Source: an optimization exercise on an open RTL-to-GDS flow (aim: a short achievable clock period and few clock cycles). Production flows keep margins and buffers that such runs may drop.
In this exercise RTL edits were held to simulation tests only and were not proved equivalent to the original.
No activity file was given, so power comes from the tool's default toggle rates.

File: flow/flow/run.sh
#!/bin/bash
set -euo pipefail
bash standard.sh SETUP_SLACK_MARGIN=7 SKIP_GATE_CLONING=1 finish > standard.log 2>&1
File: flow/constraint.sdc
create_clock -name core_clock -period 10.0 [get_ports {CLK}]
set_input_delay 2.0000 -clock core_clock [delete_from_list [all_inputs] [get_ports {CLK}]]
set_output_delay 2.0000 -clock core_clock [all_outputs]
set_load 0.01 [all_outputs]
File: flow/design.v
package v810_pkg;
    typedef enum logic [3:0] {
        ALU_MOV = 4'b0000,
        ALU_ADD = 4'b0001,
        ALU_SUB = 4'b0010,
        ALU_SHL = 4'b0100,
        ALU_SHR = 4'b0101,
        ALU_SAR = 4'b0111,
        ALU_OR  = 4'b1100,
        ALU_AND = 4'b1101,
        ALU_XOR = 4'b1110,
        ALU_NOT = 4'b1111
    } alu_op_e;
    typedef enum logic [1:0] {
        SRC1_REG,
        SRC1_IMM5,
        SRC1_PC
    } alu_src1_e;
    typedef enum logic [1:0] {
        SRC2_REG,
        SRC2_DISP16,
        SRC2_DISP9
    } alu_src2_e;
    typedef enum logic {
        FETCH_LO,
        FETCH_HI
    } fetch_state_e;
    typedef struct packed {
        logic carry;
        logic over;
        logic sign;
        logic zero;
    } flags_t;
    typedef struct packed {
        logic [32-1:0] pc;
        logic [32-1:0] imm5;
        logic [32-1:0] disp9;
        logic [32-1:0] disp16;
        logic [32-1:0] rd1;
        logic [32-1:0] rd2;
        logic [5-1:0] wa;
        alu_op_e               alu_op;
        alu_src1_e             src1;
        alu_src2_e             src2;
        logic                  branch;
        logic [3:0]            cond;
        logic                  mem_read;
        logic                  mem_write;
        logic [3:0]            flag_mask;
        logic                  reg_write;
        logic                  mem_to_reg;
    } idex_t;
    typedef struct packed {
        logic [32-1:0] result;
        flags_t                flags;
        logic [32-1:0] st_data;
        logic [5-1:0] wa;
        logic                  mem_read;
        logic                  mem_write;
        logic [3:0]            flag_mask;
        logic                  reg_write;
        logic                  mem_to_reg;
    } exmem_t;
endpackage
`timescale 1ns/1ps
module v810_core (
    input  logic                  CLK,
    input  logic                  arst_n,
    output logic [32-1:0] ia,
    input  logic [31:0]           id,
    output logic [32-1:0] da,
    input  logic [32-1:0] dd_i,
    output logic [32-1:0] dd_o,
    output logic                  mrq_n,
    output logic                  rw
);
    function automatic logic cond_z(input logic [3:0] cond);
        cond_z = (cond[2:0] == 3'b010) || (cond[2:0] == 3'b101);
    endfunction
    function automatic logic cond_true(input logic [3:0] cond, input logic [3:0] f);
        logic m;
        case (cond[2:0])
            3'b000:  m = f[2];
            3'b001:  m = f[3];
            3'b010:  m = f[0];
            3'b011:  m = f[3] | f[0];
            3'b100:  m = f[1];
            3'b101:  m = 1'b1;
            3'b110:  m = f[1] ^ f[2];
            default: m = (f[1] ^ f[2]) | f[0];
        endcase
        cond_true = m ^ cond[3];
    endfunction
    function automatic logic [31:1] add_disp(input logic [31:1] base, input logic [7:0] d);
        logic [8:0]  lo;
        logic [22:0] hi, hip, him;
        logic        sp, sm;
        lo  = {1'b0, base[8:1]} + {1'b0, d};
        hi  = base[31:9];
        hip = hi + 23'd1;
        him = hi - 23'd1;
        sp  = lo[8] & !d[7];
        sm  = !lo[8] & d[7];
        add_disp = {({23{sp}} & hip) | ({23{sm}} & him) | ({23{!sp && !sm}} & hi), lo[7:0]};
    endfunction
    function automatic logic [31:0] alu(input logic [3:0] op, input logic [31:0] a, input logic [31:0] b);
        case (op)
            4'b0000: alu = a;
            4'b0001: alu = b + a;
            4'b0010: alu = b - a;
            4'b0100: alu = b << a[4:0];
            4'b0101: alu = b >> a[4:0];
            4'b0111: alu = $signed(b) >>> a[4:0];
            4'b1100: alu = b | a;
            4'b1101: alu = b & a;
            4'b1110: alu = b ^ a;
            4'b1111: alu = ~a;
            default: alu = a;
        endcase
    endfunction
    function automatic logic [3:0] cmp_flags(input logic [31:0] a, input logic [31:0] b);
        logic [32:0] d;
        d = {1'b0, b} - {1'b0, a};
        cmp_flags = {d[32], (a[31] != b[31]) & (b[31] != d[31]), d[31], b == a};
    endfunction
    logic [31:2] fa;               
    logic        fskip;            
    logic [15:0] q [6];            
    logic [2:0]  qcnt;
    logic [31:1] qpc;              
    logic        pred;             
    logic [31:1] btgt;             
    logic        ea_we, ea_ld, ea_cmp, eb_we, eb_ld, eb_cmp, e_br;
    logic [3:0]  ea_alu, eb_alu;
    logic [4:0]  ea_wa, eb_wa;
    logic [31:0] ea_in1, ea_in2, eb_in1, eb_in2;   
    logic        e_pred;           
    logic [3:0]  e_cond;
    logic [31:1] e_alt;            
    logic [3:0]  psw;              
    logic [31:0] rf [1:31];
    logic        mrq_q, rw_q;
    logic [31:0] da_q, ddo_q;
    logic [31:0] wa_data, wb_data;
    logic        redirect_e, e_z, e_cmp;
    assign wa_data = ea_ld ? dd_i : alu(ea_alu, ea_in1, ea_in2);
    assign wb_data = eb_ld ? dd_i : alu(eb_alu, eb_in1, eb_in2);
    always_ff @(posedge CLK) begin
        for (int i = 1; i < 32; i++) begin
            if (eb_we && eb_wa == 5'(i))
                rf[i] <= wb_data;
            else if (ea_we && ea_wa == 5'(i))
                rf[i] <= wa_data;
        end
    end
    assign e_cmp = ea_cmp | eb_cmp;
    always_ff @(posedge CLK or negedge arst_n) begin
        if (!arst_n)
            psw <= '0;
        else if (eb_cmp)
            psw <= cmp_flags(eb_in1, eb_in2);
        else if (ea_cmp)
            psw <= cmp_flags(ea_in1, ea_in2);
    end
    assign e_z = eb_cmp ? (eb_in1 == eb_in2) : (ea_in1 == ea_in2);
    assign redirect_e = e_br & (cond_true(e_cond, psw) != e_pred);
    assign ia    = {fa, 2'b00};
    assign da    = da_q;
    assign dd_o  = ddo_q;
    assign mrq_n = mrq_q;
    assign rw    = rw_q;
    function automatic logic [31:0] opnd(input logic [4:0] ra, input logic [31:0] rfv,
                                         input logic [31:0] wa_d, input logic [31:0] wb_d);
        if (eb_we && eb_wa == ra)      opnd = wb_d;
        else if (ea_we && ea_wa == ra) opnd = wa_d;
        else                           opnd = rfv;
    endfunction
    function automatic logic e_writes(input logic [4:0] ra);
        e_writes = (ea_we && ea_wa == ra) || (eb_we && eb_wa == ra);
    endfunction
    logic [15:0] ha, hb;
    logic        a_32, a_ld, a_st, a_br, a_cmp, a_alu, a_imm, a_mem, a_wr;
    logic        b_32, b_ld, b_st, b_br, b_cmp, b_alu, b_imm, b_mem, b_wr;
    logic [31:0] rda1, rda2, rdb1, rdb2;
    logic        a_avail, b_avail, a_stall, go_a, go_b, issue_a, issue_b, pair_ok;
    logic        act, redirect_d, br_to_e;
    logic [2:0]  c;
    logic [31:1] qpc1;
    assign ha = q[0];
    assign hb = a_32 ? q[2] : q[1];
    assign a_32  = ha[15] & ha[14];
    assign a_ld  = (ha[15:12] == 4'b1100);
    assign a_st  = (ha[15:12] == 4'b1101);
    assign a_br  = (ha[15:13] == 3'b100);
    assign a_cmp = !ha[15] && !ha[13] && (ha[12:10] == 3'b011);
    assign a_alu = !ha[15] && !a_cmp;
    assign a_imm = ha[14];
    assign a_mem = a_ld | a_st;
    assign a_wr  = (a_alu | a_ld) & (ha[9:5] != 5'd0);
    assign b_32  = hb[15] & hb[14];
    assign b_ld  = (hb[15:12] == 4'b1100);
    assign b_st  = (hb[15:12] == 4'b1101);
    assign b_br  = (hb[15:13] == 3'b100);
    assign b_cmp = !hb[15] && !hb[13] && (hb[12:10] == 3'b011);
    assign b_alu = !hb[15] && !b_cmp;
    assign b_imm = hb[14];
    assign b_mem = b_ld | b_st;
    assign b_wr  = (b_alu | b_ld) & (hb[9:5] != 5'd0);
    assign rda1 = (ha[4:0] == 5'd0) ? 32'd0 : rf[ha[4:0]];
    assign rda2 = (ha[9:5] == 5'd0) ? 32'd0 : rf[ha[9:5]];
    assign rdb1 = (hb[4:0] == 5'd0) ? 32'd0 : rf[hb[4:0]];
    assign rdb2 = (hb[9:5] == 5'd0) ? 32'd0 : rf[hb[9:5]];
    assign qpc1 = qpc + 31'd1;
    assign a_avail = (qcnt != 3'd0) && (!a_32 || qcnt >= 3'd2);
    assign a_stall = a_mem & e_writes(ha[4:0]);
    assign go_a    = a_avail & !a_stall;
    assign issue_a = go_a & !a_br & !redirect_e;
    assign b_avail = a_32 ? (qcnt >= 3'd3) : b_32 ? (qcnt >= 3'd3) : (qcnt >= 3'd2);
    assign pair_ok = !a_br && !b_br && !(a_mem && b_mem)
                   && !(a_wr && ((!b_imm && !b_st && !b_ld && hb[4:0] == ha[9:5])     
                              || ((b_mem) && hb[4:0] == ha[9:5])                    
                              || ((b_cmp || b_st || (b_alu && hb[13:10] != 4'b0000 && hb[13:10] != 4'b1111))
                                  && hb[9:5] == ha[9:5])))                           
                   && !(b_mem && e_writes(hb[4:0]));
    assign go_b    = go_a & b_avail & pair_ok;
    assign issue_b = go_b & !redirect_e;
    assign c = (go_a ? (a_32 ? 3'd2 : 3'd1) : 3'd0) + (go_b ? (b_32 ? 3'd2 : 3'd1) : 3'd0);
    assign act        = cond_true(ha[12:9], e_cmp ? {3'b000, e_z} : psw);
    assign redirect_d = a_avail & a_br & !(e_cmp & !cond_z(ha[12:9])) & (act != pred) & !redirect_e;
    assign br_to_e    = a_avail & a_br &  (e_cmp & !cond_z(ha[12:9])) & !redirect_e;
    always_ff @(posedge CLK or negedge arst_n) begin
        if (!arst_n) begin
            ea_we  <= 1'b0;
            ea_ld  <= 1'b0;
            ea_cmp <= 1'b0;
            eb_we  <= 1'b0;
            eb_ld  <= 1'b0;
            eb_cmp <= 1'b0;
            e_br   <= 1'b0;
            mrq_q  <= 1'b1;
            rw_q   <= 1'b1;
        end else begin
            ea_we  <= issue_a & a_wr;
            ea_ld  <= issue_a & a_ld;
            ea_cmp <= issue_a & a_cmp;
            eb_we  <= issue_b & b_wr;
            eb_ld  <= issue_b & b_ld;
            eb_cmp <= issue_b & b_cmp;
            e_br   <= br_to_e;
            mrq_q  <= !((issue_a & a_mem) | (issue_b & b_mem));
            rw_q   <= !((issue_a & a_st) | (issue_b & b_st));
        end
    end
    always_ff @(posedge CLK) begin
        ea_alu <= ha[13:10];
        ea_wa  <= ha[9:5];
        ea_in1 <= a_imm ? {{27{ha[4]}}, ha[4:0]} : opnd(ha[4:0], rda1, wa_data, wb_data);
        ea_in2 <= opnd(ha[9:5], rda2, wa_data, wb_data);
        eb_alu <= hb[13:10];
        eb_wa  <= hb[9:5];
        eb_in1 <= b_imm ? {{27{hb[4]}}, hb[4:0]} : opnd(hb[4:0], rdb1, wa_data, wb_data);
        eb_in2 <= opnd(hb[9:5], rdb2, wa_data, wb_data);
        da_q   <= a_mem ? rda1 + {{16{q[1][15]}}, q[1]} : rdb1 + {{16{q[2][15]}}, q[2]};
        ddo_q  <= a_mem ? opnd(ha[9:5], rda2, wa_data, wb_data) : opnd(hb[9:5], rdb2, wa_data, wb_data);
        e_pred <= pred;
        e_cond <= ha[12:9];
        e_alt  <= pred ? qpc1 : btgt;
    end
    logic [2:0]  r, cnt_n;
    logic        accept;
    logic [15:0] s [6];            
    logic [15:0] h0;               
    logic [15:0] n0;               
    logic [31:1] pc_n, tgt_n, redir_pc;
    logic        n_br, n_ex, pt;
    logic [31:1] qpcc [4];
    logic [31:1] t_pk, t_h [4], t_q [4];
    assign r      = qcnt - c;
    assign accept = (r <= 3'd4);
    assign h0     = fskip ? id[31:16] : id[15:0];
    assign cnt_n  = !accept ? r : fskip ? r + 3'd1 : r + 3'd2;
    always_comb begin
        for (int i = 0; i < 6; i++)
            s[i] = (i + c < 6) ? q[i + c] : 16'h0;
    end
    assign redir_pc = redirect_e ? e_alt : pred ? qpc1 : btgt;
    assign t_pk = add_disp(btgt, h0[8:1]);
    always_comb begin
        for (int i = 0; i < 4; i++) begin
            qpcc[i] = qpc + 31'(i);
            t_h[i]  = add_disp(qpcc[i], h0[8:1]);
            t_q[i]  = add_disp(qpcc[i], q[i][8:1]);
        end
        t_q[0] = btgt;
    end
    always_comb begin
        if (pred) begin                  
            n0 = h0;  tgt_n = t_pk;
        end else if (qcnt > c) begin
            n0 = q[c[1:0]];  tgt_n = t_q[c[1:0]];
        end else begin
            n0 = h0;  tgt_n = t_h[c[1:0]];
        end
    end
    assign pc_n = pred ? btgt : qpcc[c[1:0]];
    assign n_br = (cnt_n != 3'd0) && (n0[15:13] == 3'b100);
    assign n_ex = !((issue_a & a_cmp) | (issue_b & b_cmp)) & (!e_cmp | cond_z(n0[12:9]));
    assign pt   = n_br & (n_ex ? cond_true(n0[12:9], e_cmp ? {3'b000, e_z} : psw) : n0[8]);
    always_ff @(posedge CLK or negedge arst_n) begin
        if (!arst_n) begin
            fa    <= '0;
            fskip <= 1'b0;
            qcnt  <= '0;
            qpc   <= '0;
            pred  <= 1'b0;
        end else if (redirect_e || redirect_d) begin
            fa    <= redir_pc[31:2];
            fskip <= redir_pc[1];
            qcnt  <= '0;
            qpc   <= redir_pc;
            pred  <= 1'b0;
        end else begin
            qpc  <= pc_n;
            pred <= pt;
            if (pt) begin
                fa    <= tgt_n[31:2];
                fskip <= tgt_n[1];
                qcnt  <= 3'd1;
            end else begin
                if (accept) begin
                    fa    <= fa + 30'd1;
                    fskip <= 1'b0;
                end
                qcnt <= cnt_n;
            end
        end
    end
    always_ff @(posedge CLK) begin
        btgt <= tgt_n;
        for (int i = 0; i < 6; i++) begin
            if (r == 3'(i))
                q[i] <= h0;
            else if (r == 3'(i - 1))
                q[i] <= id[31:16];
            else
                q[i] <= s[i];
        end
    end
endmodule
File: flow/config.mk
export PLATFORM = sky130hd
export DESIGN_NAME = v810_core
export DESIGN_NICKNAME = v810_core
export VERILOG_FILES = /design/flow/design.v
export SDC_FILE = /design/flow/constraint.sdc
export NUM_CORES = 4
export LEC_CHECK = 0
export CAP_MARGIN = 20
export CORE_MARGIN = 2
export CORE_UTILIZATION = 40
export SLEW_MARGIN = 20
File: flow/standard.sh
#!/bin/bash
# synth_recipe.tcl (not shown) runs the flow's synth.tcl, then flattens the netlist and writes it again
# the make line also repeats each setting of config.mk as NAME=value (left out here)
make -C /OpenROAD-flow-scripts/flow DESIGN_CONFIG=/design/flow/config.mk WORK_HOME=/design/flow/orfs CLKGATE_MAP_FILE= SYNTH_SCRIPT=/design/flow/synth_recipe.tcl "${@:-finish}"
==> run_results.csv <==
group,metric,value,unit
status,status,"aborted with a tool error",
status,stop_stage,"global routing",
status,error,"[ERROR GRT-0232] Routing congestion too high. Check the congestion heatmap in the GUI.",
clock_network,root_buffer,"clkbuf_16",
grt,overflow,2,
place,gp_congestion,1.10,
die,initial_core_util,40.2,%
synthesis,yosys-top-cells-area,"edfxtp_1, a22oi_1, mux2i_1",
die,die_h,559,um
place,port_buffers,161,
synthesis,ys_ff_latch,1440,
clock_network,clockBufferDepth,4,
synthesis,yosysWarningCount,39,
synthesis,synthesis.area,123000,um2
synthesis,synth_seq_area_share,32.6,%
clock_network,h-tree-depth,4,
die,row_count,203,
clock_network,hold_buffers,0,
die,pin_count,164,
synthesis,synth.avg_cell_area,8.53,um2
synthesis,synth_cells,14440,
place,placed_area,134000,um2
synthesis,async_flop_share,5.49,%
synthesis,ys.flop_type,"edfxtp_1",
grt,grtUsageTotal,70.5,%
place,dp.final_hpwl,645000,um
die,dieWidth,559,um
synthesis,synth_top_cell_by_area,"edfxtp_1",
synthesis,synth_cell_types,106,
grt,grt_max_degree,71,
clock_network,cts_num_sinks,1440,
synthesis,synth_edf_count,1088,
synthesis,yosysTopAreaCellShare,26.5,%
clock_network,cts_made_buffers,180,
==> timing repair <==
action                                  in CTS
pin swaps                                  723
endpoints found under the setup margin    2466
resized for setup                         3623
hold endpoints to repair                     0
setup buffers                             1352
==> power groups by stage <==
stage	clock, W	combinational, W	sequential, W
global placement	0	0.0745	0.0142
CTS	0.00700	0.111	0.0139
detailed placement	0	0.0744	0.0142
floorplan	0	0.0454	0.0125
==> layer usage <==
metal / overflow / GRT usage (%)
met5: 0 / 34.1
met1: 2 / 75.6
met3: 0 / 55.9
met2: 0 / 82.8
met4: 0 / 62.5
==> worst max path at each step <==
stage                              end  cells after the start
CTS                 fa[30]$_DFFE_PN0P_                     29
detailed placement  fa[18]$_DFFE_PN0P_                     21
floorplan           fa[21]$_DFFE_PN0P_                     27
global placement    fa[18]$_DFFE_PN0P_                     21
==> through the flow <==
stage               utilization [%]  std cells  power, W  worst slack, ns
floorplan                         -      14441    0.0578             4.27
global placement               43.8      17923    0.0887             2.01
detailed placement             43.8      17925    0.0886             2.03
CTS                            55.1      19603     0.132             4.01
==> cell usage after synthesis (74+ instances only) <==
library cell and instances:
inv_1 351, nor2_1 1124, clkbuf_1 1266, mux2i_1 630, and3_1 76, xnor2_1 236
nand4_1 347, a211oi_1 151, a31oi_1 143, nand3_1 377, ha_1 375, mux4_2 117
nor4_1 150, nand2_1 1083, edfxtp_1 1088, nor3_1 312, a21o_1 104, dfxtp_1 273
buf_1 142, dfrtp_1 77, a22o_1 367, nand2b_1 81, a222oi_1 223, or3_1 88
a221oi_1 451, a22oi_1 1200, a21oi_1 1090, a221o_1 74, o22ai_1 129, nor2b_1 77
o21ai_0 930, o211ai_1 94, xor2_1 124
==> logic make-up after synthesis <==
| family | after synthesis | share of synthesized area (%) |
|---|---|---|
| AO/OA/AOI/OAI | 5606 | 31.7 |
| XOR/XNOR | 362 | 2.59 |
| adder cells (fa/ha/maj) | 391 | 4.07 |
| buffers and inverters | 1821 | 5.61 |
| flip-flops | 1440 | 32.6 |
| multiplexers | 819 | 7.92 |
| other | 1 | 0.00304 |
| AND/OR/NAND/NOR | 4000 | 15.5 |
Testbench counts, summed over its fixed seeds: cycles 103,930.
